This design comes from an exercise in tuning for small area and a short achievable clock period on the open sky130 flow, not from production work. In this exercise RTL edits were held to simulation tests only and were not proved equivalent to the original. Power and IR drop assume default switching activity.

File: flow/run.sh
#!/bin/bash
# synth_recipe.tcl (not shown) runs the flow's synth.tcl, then flattens the netlist and writes it again
# the make line also repeats each setting of config.mk as NAME=value (left out here)
make -C /OpenROAD-flow-scripts/flow DESIGN_CONFIG=/design/flow/config.mk WORK_HOME=/design/flow/orfs CLKGATE_MAP_FILE= SYNTH_SCRIPT=/design/flow/synth_recipe.tcl finish
File: flow/config.mk
export PLATFORM = sky130hd
export DESIGN_NAME = timerTop
export DESIGN_NICKNAME = timerTop
export VERILOG_FILES = /design/flow/design.v
export SDC_FILE = /design/flow/constraint.sdc
export NUM_CORES = 4
export LEC_CHECK = 0
export CAP_MARGIN = 20
export CORE_MARGIN = 2
export CORE_UTILIZATION = 60
export SETUP_SLACK_MARGIN = 2.6
export SLEW_MARGIN = 20
export SYNTH_HIERARCHICAL = 1
File: flow/design.v
`default_nettype none
package timerPkg;
  localparam logic [1:0] HTRANS_IDLE   = 2'b00;
  localparam logic [1:0] HTRANS_BUSY   = 2'b01;
  localparam logic [1:0] HTRANS_NONSEQ = 2'b10;
  localparam logic [1:0] HTRANS_SEQ    = 2'b11;
  typedef logic [1:0] evSel;   
  typedef enum logic [1:0] {
    EDGE_NONE,
    EDGE_RISE,
    EDGE_FALL,
    EDGE_BOTH
  } edgeMode;
  typedef struct packed {
    evSel capSel;
    evSel cntSel;
    evSel stopSel;
    evSel startSel;
  } cmcReg;
  typedef struct packed {
    logic capChain;
    logic stopClears;
    logic startClears;
    logic centerAligned;
  } tmsReg;
  typedef struct packed {
    logic       lowActive;
    edgeMode    edgeSel;
    logic [1:0] filtCode;
  } evCfg;
  typedef logic [14:0] ecrReg;   
  typedef struct packed {
    logic ev0Detect;
    logic cmpMatchUp;
    logic periodMatchUp;
  } intReg;
endpackage
`default_nettype wire
`timescale 1ns/1ps
`default_nettype none
module timerTop (
  input  wire                       CPUbus,
  input  wire                       arstN,
  input  wire                       hSel,
  input  wire [32-1:0]        hAddr,
  input  wire [1:0]                 hTrans,
  input  wire                       hWrite,
  input  wire [32-1:0]       hWdata,
  input  wire                       hReady,
  input  wire [2:0]                 evnt,
  output logic [32-1:0]      hRdata,
  output logic                      hReadyOut,
  output logic                      hResp,
  output logic [2-1:0]  pwm,
  output logic                      intr
);
  logic        wrEn, rdEn;
  logic [5:0]  regAddr;
  logic        accept;
  assign accept    = hSel && hReady && hTrans[1];
  assign hReadyOut = 1'b1;
  assign hResp     = 1'b0;
  always_ff @(posedge CPUbus or negedge arstN) begin
    if (!arstN) begin
      wrEn <= 1'b0;
      rdEn <= 1'b0;
    end else begin
      wrEn <= accept && hWrite;
      rdEn <= accept && !hWrite;
    end
  end
  always_ff @(posedge CPUbus) regAddr <= hAddr[7:2];
  logic [16:0] rdSel;
  always_ff @(posedge CPUbus) begin
    rdSel[0] <= hAddr[7:2] == 6'd0;
    rdSel[1] <= hAddr[7:2] == 6'd1;
    rdSel[2] <= hAddr[7:2] == 6'd2;
    rdSel[3] <= hAddr[7:2] == 6'd3;
    rdSel[4] <= hAddr[7:2] == 6'd4;
    rdSel[5] <= hAddr[7:2] == 6'd16;
    rdSel[6] <= hAddr[7:2] == 6'd17;
    rdSel[7] <= hAddr[7:2] == 6'd18;
    rdSel[8] <= hAddr[7:2] == 6'd19;
    rdSel[9]  <= hAddr[7:2] == 6'd6;
    rdSel[10] <= hAddr[7:2] == 6'd7;
    rdSel[11] <= hAddr[7:2] == 6'd8;
    rdSel[12] <= hAddr[7:2] == 6'd9;
    rdSel[13] <= hAddr[7:2] == 6'd10;
    rdSel[14] <= hAddr[7:2] == 6'd11;
    rdSel[15] <= hAddr[7:2] == 6'd12;
    rdSel[16] <= hAddr[7:2] == 6'd14;
  end
  logic wrTV, wrPR, wrPRSH, wrTRS, wrTMS, wrECR, wrCMC, wrIEC, wrISC, wrPLC;
  logic [1:0] wrCMP, wrCMPSH;
  assign wrTV   = wrEn && regAddr == 6'd0;
  assign wrPR   = wrEn && regAddr == 6'd1;
  assign wrPRSH = wrEn && regAddr == 6'd2;
  assign wrTRS  = wrEn && regAddr == 6'd5;
  assign wrTMS  = wrEn && regAddr == 6'd8;
  assign wrECR  = wrEn && regAddr == 6'd9;
  assign wrCMC  = wrEn && regAddr == 6'd10;
  assign wrIEC  = wrEn && regAddr == 6'd12;
  assign wrISC  = wrEn && regAddr == 6'd13;
  assign wrPLC  = wrEn && regAddr == 6'd14;
  assign wrCMP[0]   = wrEn && regAddr == 6'd16;
  assign wrCMPSH[0] = wrEn && regAddr == 6'd17;
  assign wrCMP[1]   = wrEn && regAddr == 6'd18;
  assign wrCMPSH[1] = wrEn && regAddr == 6'd19;
  logic [31:0] period, periodSh;
  logic [31:0] compare0, compare1, compareSh0, compareSh1;
  logic [7:0]  cmc;       
  logic [3:0]  tms;       
  logic [14:0] ecr;
  logic [2:0]  iec, isr, isrD;
  logic [1:0]  polarity;
  logic        running, countDown;
  logic [31:0] timerValue;
  logic [1:0]  capFull;
  logic [31:0] cap0, cap1;
  logic [1:0]  pwmState, pwmStateD, polarityD;
  logic        intrD;
  logic [2:0]  evEdge;
  for (genvar g = 0; g < 3; g++) begin : genEvent
    logic [2:0] holdCnt;
    logic [2:0] holdLen;
    logic       evFilt, evFiltDly;
    logic [1:0] filtCode, edgeSel;
    assign filtCode = ecr[5*g +: 2];
    assign edgeSel  = ecr[5*g+2 +: 2];
    always_comb begin
      case (filtCode)
        2'd0:    holdLen = 3'd0;
        2'd1:    holdLen = 3'd3;
        2'd2:    holdLen = 3'd5;
        default: holdLen = 3'd7;
      endcase
    end
    always_ff @(posedge CPUbus or negedge arstN) begin
      if (!arstN) begin
        holdCnt   <= '0;
        evFilt    <= 1'b0;
        evFiltDly <= 1'b0;
        evEdge[g] <= 1'b0;
      end else begin
        if (evnt[g] == evFilt) begin
          holdCnt <= '0;
        end else if (holdCnt == holdLen) begin
          evFilt  <= evnt[g];
          holdCnt <= '0;
        end else begin
          holdCnt <= holdCnt + 3'd1;
        end
        evFiltDly <= evFilt;
        evEdge[g] <= (evFilt ^ evFiltDly) && (evFilt ? edgeSel[0] : edgeSel[1]);
      end
    end
  end
  function automatic logic pickEvent(input logic [1:0] sel, input logic [2:0] ev);
    case (sel)
      2'd1:    pickEvent = ev[0];
      2'd2:    pickEvent = ev[1];
      2'd3:    pickEvent = ev[2];
      default: pickEvent = 1'b0;
    endcase
  endfunction
  logic evStart, evStop, evCount, evCapture;
  assign evStart   = pickEvent(cmc[1:0], evEdge);
  assign evStop    = pickEvent(cmc[3:2], evEdge);
  assign evCount   = pickEvent(cmc[5:4], evEdge);
  assign evCapture = pickEvent(cmc[7:6], evEdge);
  logic startReq, stopReq, timerClear, countEnable, step;
  assign startReq    = (wrTRS && hWdata[0]) || evStart;
  assign stopReq     = (wrTRS && hWdata[1]) || evStop;
  assign timerClear  = (wrTRS && hWdata[2]) || (startReq && tms[1]) || (stopReq && tms[2]);
  assign countEnable = (cmc[5:4] == 2'd0) || evCount;
  assign step        = running && countEnable;
  logic periodMatch, zeroMatch, tvGePeriod;
  logic [1:0] cmpMatch, tvGtCmp;
  timerCompare i_cmp (
    .tv(timerValue), .period, .compare0, .compare1,
    .periodMatch, .tvGePeriod, .zeroMatch, .cmpMatch, .tvGtCmp
  );
  logic xfer;   
  assign xfer = running && (countDown ? zeroMatch : periodMatch);
  logic [31:0] tvInc, tvDec;
  logic        cdNext;
  always_comb begin
    for (int i = 0; i < 32; i++) begin
      tvInc[i] = timerValue[i] ^ (i == 0 ? 1'b1 :  (&(timerValue & ((32'd1 << i) - 32'd1) | ~((32'd1 << i) - 32'd1))));
      tvDec[i] = timerValue[i] ^ (i == 0 ? 1'b1 : ~(|(timerValue & ((32'd1 << i) - 32'd1))));
    end
  end
  logic        selAlt;     
  logic [31:0] tvAlt, tvA, tvB, tvD;
  assign selAlt = (tms[0] && countDown) ? !zeroMatch : tvGePeriod;
  assign cdNext = tms[0] && selAlt;
  assign tvAlt  = tms[0] ? tvDec : 32'd0;
  assign tvA    = wrTV ? hWdata : step ? tvInc : timerValue;
  assign tvB    = wrTV ? hWdata : step ? tvAlt : timerValue;
  timerLateMux #(.W(32)) i_tvMux (.clr(timerClear), .sel(selAlt), .a(tvA), .b(tvB), .y(tvD));
  logic wrPRany, wrCMP0any, wrCMP1any;
  logic [31:0] periodBase, compare0Base, compare1Base, periodD, compare0D, compare1D;
  assign wrPRany   = wrPR     || (wrPRSH   && !running);
  assign wrCMP0any = wrCMP[0] || (wrCMPSH[0] && !running);
  assign wrCMP1any = wrCMP[1] || (wrCMPSH[1] && !running);
  assign periodBase   = wrPRany   ? hWdata : period;
  assign compare0Base = wrCMP0any ? hWdata : compare0;
  assign compare1Base = wrCMP1any ? hWdata : compare1;
  timerSelMux #(.W(32)) i_prMux (.sel(xfer && !wrPRany),   .a(periodBase),   .b(periodSh),   .y(periodD));
  timerSelMux #(.W(32)) i_c0Mux (.sel(xfer && !wrCMP0any), .a(compare0Base), .b(compareSh0), .y(compare0D));
  timerSelMux #(.W(32)) i_c1Mux (.sel(xfer && !wrCMP1any), .a(compare1Base), .b(compareSh1), .y(compare1D));
  logic cap1Wr;
  assign cap1Wr = evCapture && (tms[3] || capFull[0]);
  always_ff @(posedge CPUbus or negedge arstN) begin
    if (!arstN) begin
      running    <= 1'b0;
      timerValue <= '0;
      countDown  <= 1'b0;
      capFull    <= '0;
      pwm        <= '0;
      intr       <= 1'b0;
    end else begin
      if (startReq)     running <= 1'b1;
      else if (stopReq) running <= 1'b0;
      timerValue <= tvD;
      if (timerClear)  countDown <= 1'b0;
      else if (!wrTV && step) countDown <= cdNext;
      if (evCapture)                         capFull[0] <= 1'b1;
      else if (rdEn && regAddr == 6'd3)      capFull[0] <= 1'b0;
      if (cap1Wr)                            capFull[1] <= 1'b1;
      else if (rdEn && regAddr == 6'd4)      capFull[1] <= 1'b0;
      pwm <= pwmStateD ^ polarityD;   
      intr <= intrD;
    end
  end
  assign pwmState  = pwm ^ polarity;
  assign polarityD = wrPLC ? hWdata[1:0] : polarity;
  always_comb begin
    for (int i = 0; i < 2; i++) begin
      pwmStateD[i] = pwmState[i];
      if (!running) begin
        pwmStateD[i] = tvGtCmp[i];
      end else if (countEnable) begin
        if (tms[0]) begin
          if (cmpMatch[i])                  pwmStateD[i] = !pwmState[i];
          else if (zeroMatch && countDown)  pwmStateD[i] = 1'b0;
        end else begin
          if (cmpMatch[i])                  pwmStateD[i] = 1'b1;
          else if (periodMatch)             pwmStateD[i] = 1'b0;
        end
      end
    end
  end
  always_ff @(posedge CPUbus) begin
    if (evCapture) cap0 <= timerValue;
    if (cap1Wr)    cap1 <= cap0;
  end
  always_ff @(posedge CPUbus or negedge arstN) begin
    if (!arstN) begin
      period     <= '0;
      periodSh   <= '0;
      compare0   <= '0;
      compare1   <= '0;
      compareSh0 <= '0;
      compareSh1 <= '0;
      cmc        <= '0;
      tms        <= '0;
      ecr        <= '0;
      iec        <= '0;
      polarity   <= '0;
      isr        <= '0;
    end else begin
      period <= periodD;
      if (wrPRSH) periodSh <= hWdata;
      compare0 <= compare0D;
      if (wrCMPSH[0]) compareSh0 <= hWdata;
      compare1 <= compare1D;
      if (wrCMPSH[1]) compareSh1 <= hWdata;
      if (wrCMC) cmc      <= hWdata[7:0];
      if (wrTMS) tms      <= hWdata[3:0];
      if (wrECR) ecr      <= hWdata[14:0];
      if (wrIEC) iec      <= hWdata[2:0];
      if (wrPLC) polarity <= hWdata[1:0];
      isr <= isrD;
    end
  end
  assign isrD  = (isr & ~(wrISC ? hWdata[2:0] : 3'd0)) |
                 ({evEdge[0], running && !countDown && (|cmpMatch),
                   running && !countDown && periodMatch} & iec);
  assign intrD = |isrD;   
  logic [31:0] rdSmall;
  assign rdSmall = {30'd0, {2{rdSel[9]}}  & capFull}           |
                   {30'd0, {2{rdSel[10]}} & {countDown, running}} |
                   {28'd0, {4{rdSel[11]}} & tms}               |
                   {17'd0, {15{rdSel[12]}} & ecr}              |
                   {24'd0, {8{rdSel[13]}} & cmc}               |
                   {29'd0, {3{rdSel[14]}} & isr}               |
                   {29'd0, {3{rdSel[15]}} & iec}               |
                   {30'd0, {2{rdSel[16]}} & polarity};
  assign hRdata = ({32{rdSel[0]}} & timerValue) |
                  ({32{rdSel[1]}} & period)     |
                  ({32{rdSel[2]}} & periodSh)   |
                  ({32{rdSel[3]}} & cap0)       |
                  ({32{rdSel[4]}} & cap1)       |
                  ({32{rdSel[5]}} & compare0)   |
                  ({32{rdSel[6]}} & compareSh0) |
                  ({32{rdSel[7]}} & compare1)   |
                  ({32{rdSel[8]}} & compareSh1) |
                  rdSmall;
endmodule
module timerCompare (
  input  wire  [31:0] tv,
  input  wire  [31:0] period,
  input  wire  [31:0] compare0,
  input  wire  [31:0] compare1,
  output logic        periodMatch,
  output logic        tvGePeriod,
  output logic        zeroMatch,
  output logic [1:0]  cmpMatch,
  output logic [1:0]  tvGtCmp
);
  function automatic logic [1:0] cmpGtEq(input logic [31:0] a, input logic [31:0] b);
    logic [31:0] g, e;
    g = a & ~b;
    e = ~(a ^ b);
    for (int w = 1; w < 32; w = w * 2) begin
      for (int i = 0; i < 32; i = i + 2 * w) begin
        g[i] = g[i + w] | (e[i + w] & g[i]);
        e[i] = e[i + w] & e[i];
      end
    end
    cmpGtEq = {g[0], e[0]};
  endfunction
  logic tvGtPeriod;
  assign {tvGtPeriod, periodMatch} = cmpGtEq(tv, period);
  assign {tvGtCmp[0], cmpMatch[0]} = cmpGtEq(tv, compare0);
  assign {tvGtCmp[1], cmpMatch[1]} = cmpGtEq(tv, compare1);
  assign tvGePeriod = tvGtPeriod | periodMatch;
  assign zeroMatch  = ~|tv;
endmodule
module timerSelMux #(
  parameter int W = 32
) (
  input  wire          sel,
  input  wire  [W-1:0] a,
  input  wire  [W-1:0] b,
  output logic [W-1:0] y
);
  assign y = sel ? b : a;
endmodule
module timerLateMux #(
  parameter int W = 32
) (
  input  wire          clr,
  input  wire          sel,
  input  wire  [W-1:0] a,
  input  wire  [W-1:0] b,
  output logic [W-1:0] y
);
  assign y = clr ? '0 : sel ? b : a;
endmodule
`default_nettype wire
File: flow/constraint.sdc
create_clock -name core_clock -period 5.5 [get_ports {CPUbus}]
set_input_delay 1.1000 -clock core_clock [delete_from_list [all_inputs] [get_ports {CPUbus}]]
set_output_delay 1.1000 -clock core_clock [all_outputs]
set_load 0.01 [all_outputs]
==> run summary <==
==> cells by family after synthesis <==
| logic type | Yosys count | synth area share (%) |
|---|---|---|
| buffers and inverters | 227 | 5.14 |
| AO/OA/AOI/OAI | 363 | 11.9 |
| XOR/XNOR | 44 | 1.78 |
| adder cells (fa/ha/maj) | 109 | 6.29 |
| AND/OR/NAND/NOR | 448 | 10.9 |
| other | 2 | 0.0346 |
| flip-flops | 373 | 44.0 |
| multiplexers | 357 | 19.9 |
==> metal layers <==
metal  vias to the layer above  GRT usage, %  wire length (µm)
met2                       799          56.9             32100
met3                       198          6.23              5780
met5                         -             0                 0
met1                      8558          48.8             28300
met4                         0          16.5              3760
li1                       7526             -                 -
==> worst paths after layout <==
| check | slack [ns] | end | depth (start not counted) |
|---|---|---|---|
| max | 2.39 | hRdata[2] | 6 |
| min | 0.45 | evEdge[0] | 1 |
| max reg2reg | 2.57 | compare1[21] | 14 |
| min reg2reg | 0.45 | evEdge[0] | 1 |
| max in group asynchronous | 3.81 | genEvent[2].holdCnt[0] | 2 |
| min in group asynchronous | 0.56 | compare1[17] | 1 |
==> per-module statistics from Yosys, one instance, submodules excluded, excerpt <==
module        copies in the design  flops+latches  cell area [µm²]
timerTop                         1            373            17100
timerCompare                     1              0             2440
==> what timing repair did <==
item / 4_1_cts / 5_1_grt
pin swaps: 57 / 57
setup buffers: 82 / 34
gates cloned: 9 / 8
resized for setup: 274 / 62
setup endpoints to repair: 165 / 178
==> stage by stage <==
| stage | util [%] | hold slack (ns) | instance area, µm² | instances |
|---|---|---|---|---|
| after global placement | 64.1 | 0.428 | 22800 | 2387 |
| after floorplan | - | 0.423 | 21700 | 1923 |
| after global routing | 74.0 | 0.450 | 26300 | 2596 |
| after CTS | 71.6 | 0.443 | 25500 | 2554 |
| after detailed placement | 64.1 | 0.435 | 22800 | 2387 |
| final | 74.0 | 0.446 | 26300 | 2597 |
==> flip-flops by register name (all words and copies together), names as in the netlist, 6 cells and up <==
register          count
rdSel                17
ecr                  15
cmc                   8
genEvent.holdCnt      9
timerValue           32
regAddr               6
compare1             32
compareSh0           32
cap0                 32
compareSh1           32
period               32
cap1                 32
compare0             32
periodSh             32
==> area by class of cell <==
cell class / count / area (µm²) / share of cell area, %
inverters: 111 / 417 / 1.58
repair buffers: 252 / 2730 / 10.4
well taps: 461 / 577 / 2.19
clock inverters: 15 / 78.8 / 0.299
flip-flops and latches: 373 / 9610 / 36.5
clock buffers: 61 / 1210 / 4.61
multi-input cells: 1323 / 11700 / 44.4
diodes: 1 / 2.50 / 0.00950
==> where the power goes <==
group          switching [mW]  internal (mW)  total [mW]
Sequential              0.316           3.05        3.36
Combinational            1.82           1.33        3.15
Clock                    1.15           1.53        2.68
==> cell usage in the layout, fill, tap and decap left out, drive strengths merged, types with 16 or more instances in the layout <==
cell type      instances
a21oi                 70
a221oi                39
a222oi                23
a22o                  35
a22oi                 63
a31oi                 16
buf                  197
clkbuf                68
clkdlybuf4s50         48
dfrtp                286
dfxtp                 23
edfxtp                64
ha                   109
inv                  112
mux2                 322
mux2i                 35
nand2                104
nand3                 50
nand4                 42
nor2                 113
nor3                  30
nor4                  21
o21ai                 64
xnor2                 27
xor2                  17
==> metrics.yaml <==
hold_path:
  worstHoldStart: "genEvent[0].evFiltDly"
  hold_class: "flip-flop to flip-flop"
pwr:
  vdd_drop_max_uv: 321
  leakage_nw: 11.5
  powerDensity_mw_per_mm2: 349
  power_mw: 9.19
critical_path:
  cp.required_ns: 4.40
  critPathLaunchType: "flip-flop"
  arrival_ns: 2.01
  max_stage_delay_ns: 0.36
  cp-end-kind: "output port"
  worstPathMaxFanout: 10
  crit_family: "compound AO/OA/AOI/OAI gates"
  crit_start: "rdSel[2]"
  path_cells: "buf_12, a22oi_2, nand2_1, a221oi_2, nand4_1, buf_2"
  r2r-start: "timerValue[21]"
  critical_path_class: "flip-flop to output port"
  critPathBufInv: 2
  slowest_stage: "dfxtp_4"
final_layout:
  fin_nets: 2286
  area_growth_pct: 21.5
  layout-drive-gt1-share_pct: 24.2
  final.fill_count: 2428
synthesis:
  synth_top_cell_by_area: "dfrtp_1"
  ys_top_cells_by_count: "286 x dfrtp_1, 223 x mux2_1, 113 x nor2_1"
  syn_area_mm2: 0.0217
  synth_top_area_share_pct: 33.0
  synth-async-reset-ratio_pct: 76.7
  ys_ff_latch: 373
  postSynthAreaPerCell_um2: 11.3
  syn-num-nets: 2106
  yosys_warnings: 8
  synth-main-ff-cell: "dfrtp_1"
  synth_area_leaders: "dfrtp_1 33%, mux2_1 12%, edfxtp_1 8.9%"
  synth_edf_count: 64
  syn_inst: 1923
  yosysMostFrequentCell: "dfrtp_1"
  ys_seq_area_share_pct: 44.0
  synthDistinctLibCells: 75
grt:
  antenna_found_initial: 0
  overflow: 0
  grt_max_degree: 91
  grt_pass1_vias: 17000
  grt_pass1_wl_um: 104000
  grt_util_all_layers_pct: 36.0
route:
  drt_pre_antenna_iters: 6
  ant_nets: 0
  routed_wl_um: 69900
  wl_per_cell_um: 26.9
  drt-vias-per-instance: 6.58
  drt_iter0_markers: 1563
  vias: 17100
  drc_errors: 0
clock_network:
  clockBufferDepth: 3
  htree_levels: 2
  cts_tree: "done"
  ctsHoldBuffers: 0
  clk_pin_slew_ns: 0.06
  numCtsBuffers: 42
  clock_latency_ns: 0.58
  clock-sinks: 373
  root_buffer: "clkbuf_16"
placed_design:
  place.gp.congestion: 0.877
  dp_hpwl_um: 40400
  numPortBuffers: 81
  pre_cts_ws_ns: 1.28
sta:
  min_period_ns: 3.11
  fin_ws_ns: 2.39
  period_share_pct: 56.6
  rsz0062_at_grt: "true"
  skew_ns: 0.0229
  maxSlewHeadroom_pct: 23.7
  tightest_slew_ns: 1.14
  final_hold_viol_count: 0
  setup_viol: 0
  slew_viol_final: 0
  tns_ns: 0
  max_freq_mhz: 321
run_status:
  status: "timing/DRC/antenna clean"
floorplanning:
  die_width_um: 194
  die_h_um: 194
  start_util_pct: 60.9
  core.rowCount: 69
  design.die.area_mm2: 0.0377
  core_mm2: 0.0356
  io_pins: 111
flow_run:
  cap_violations: 0

## what the ideal ports hide
No port has a modelled driver above. Below, the same layout with a new extraction and two added sets of constraints. Step 1 (the two cells are an assumption about what drives the block):
set clk [get_ports {CPUbus}]
set_driving_cell -lib_cell sky130_fd_sc_hd__clkbuf_16 $clk
set_driving_cell -lib_cell sky130_fd_sc_hd__buf_2 [delete_from_list [all_inputs] $clk]
Step 2 times the ports against the registers' clock, not the clock port: input delays grow and output delays shrink by t, the midpoint of the rising clock arrivals with the driver on. a / b / c = ideal / step 1 / step 2; a / b = the first two.
shift t [ns]: 0.619
slack for setup (ns): 2.387 / 2.333 / 2.422
worst setup path at the end: input to register
latest minus earliest clock arrival (ns): 0.023 / 0.023
worst register clock-pin slew, ns: 0.06 / 0.06
After both steps setup and hold are still met in this run. For this run, drivers alone change the setup slack by -0.054 ns; drivers and shift together by +0.035 ns.
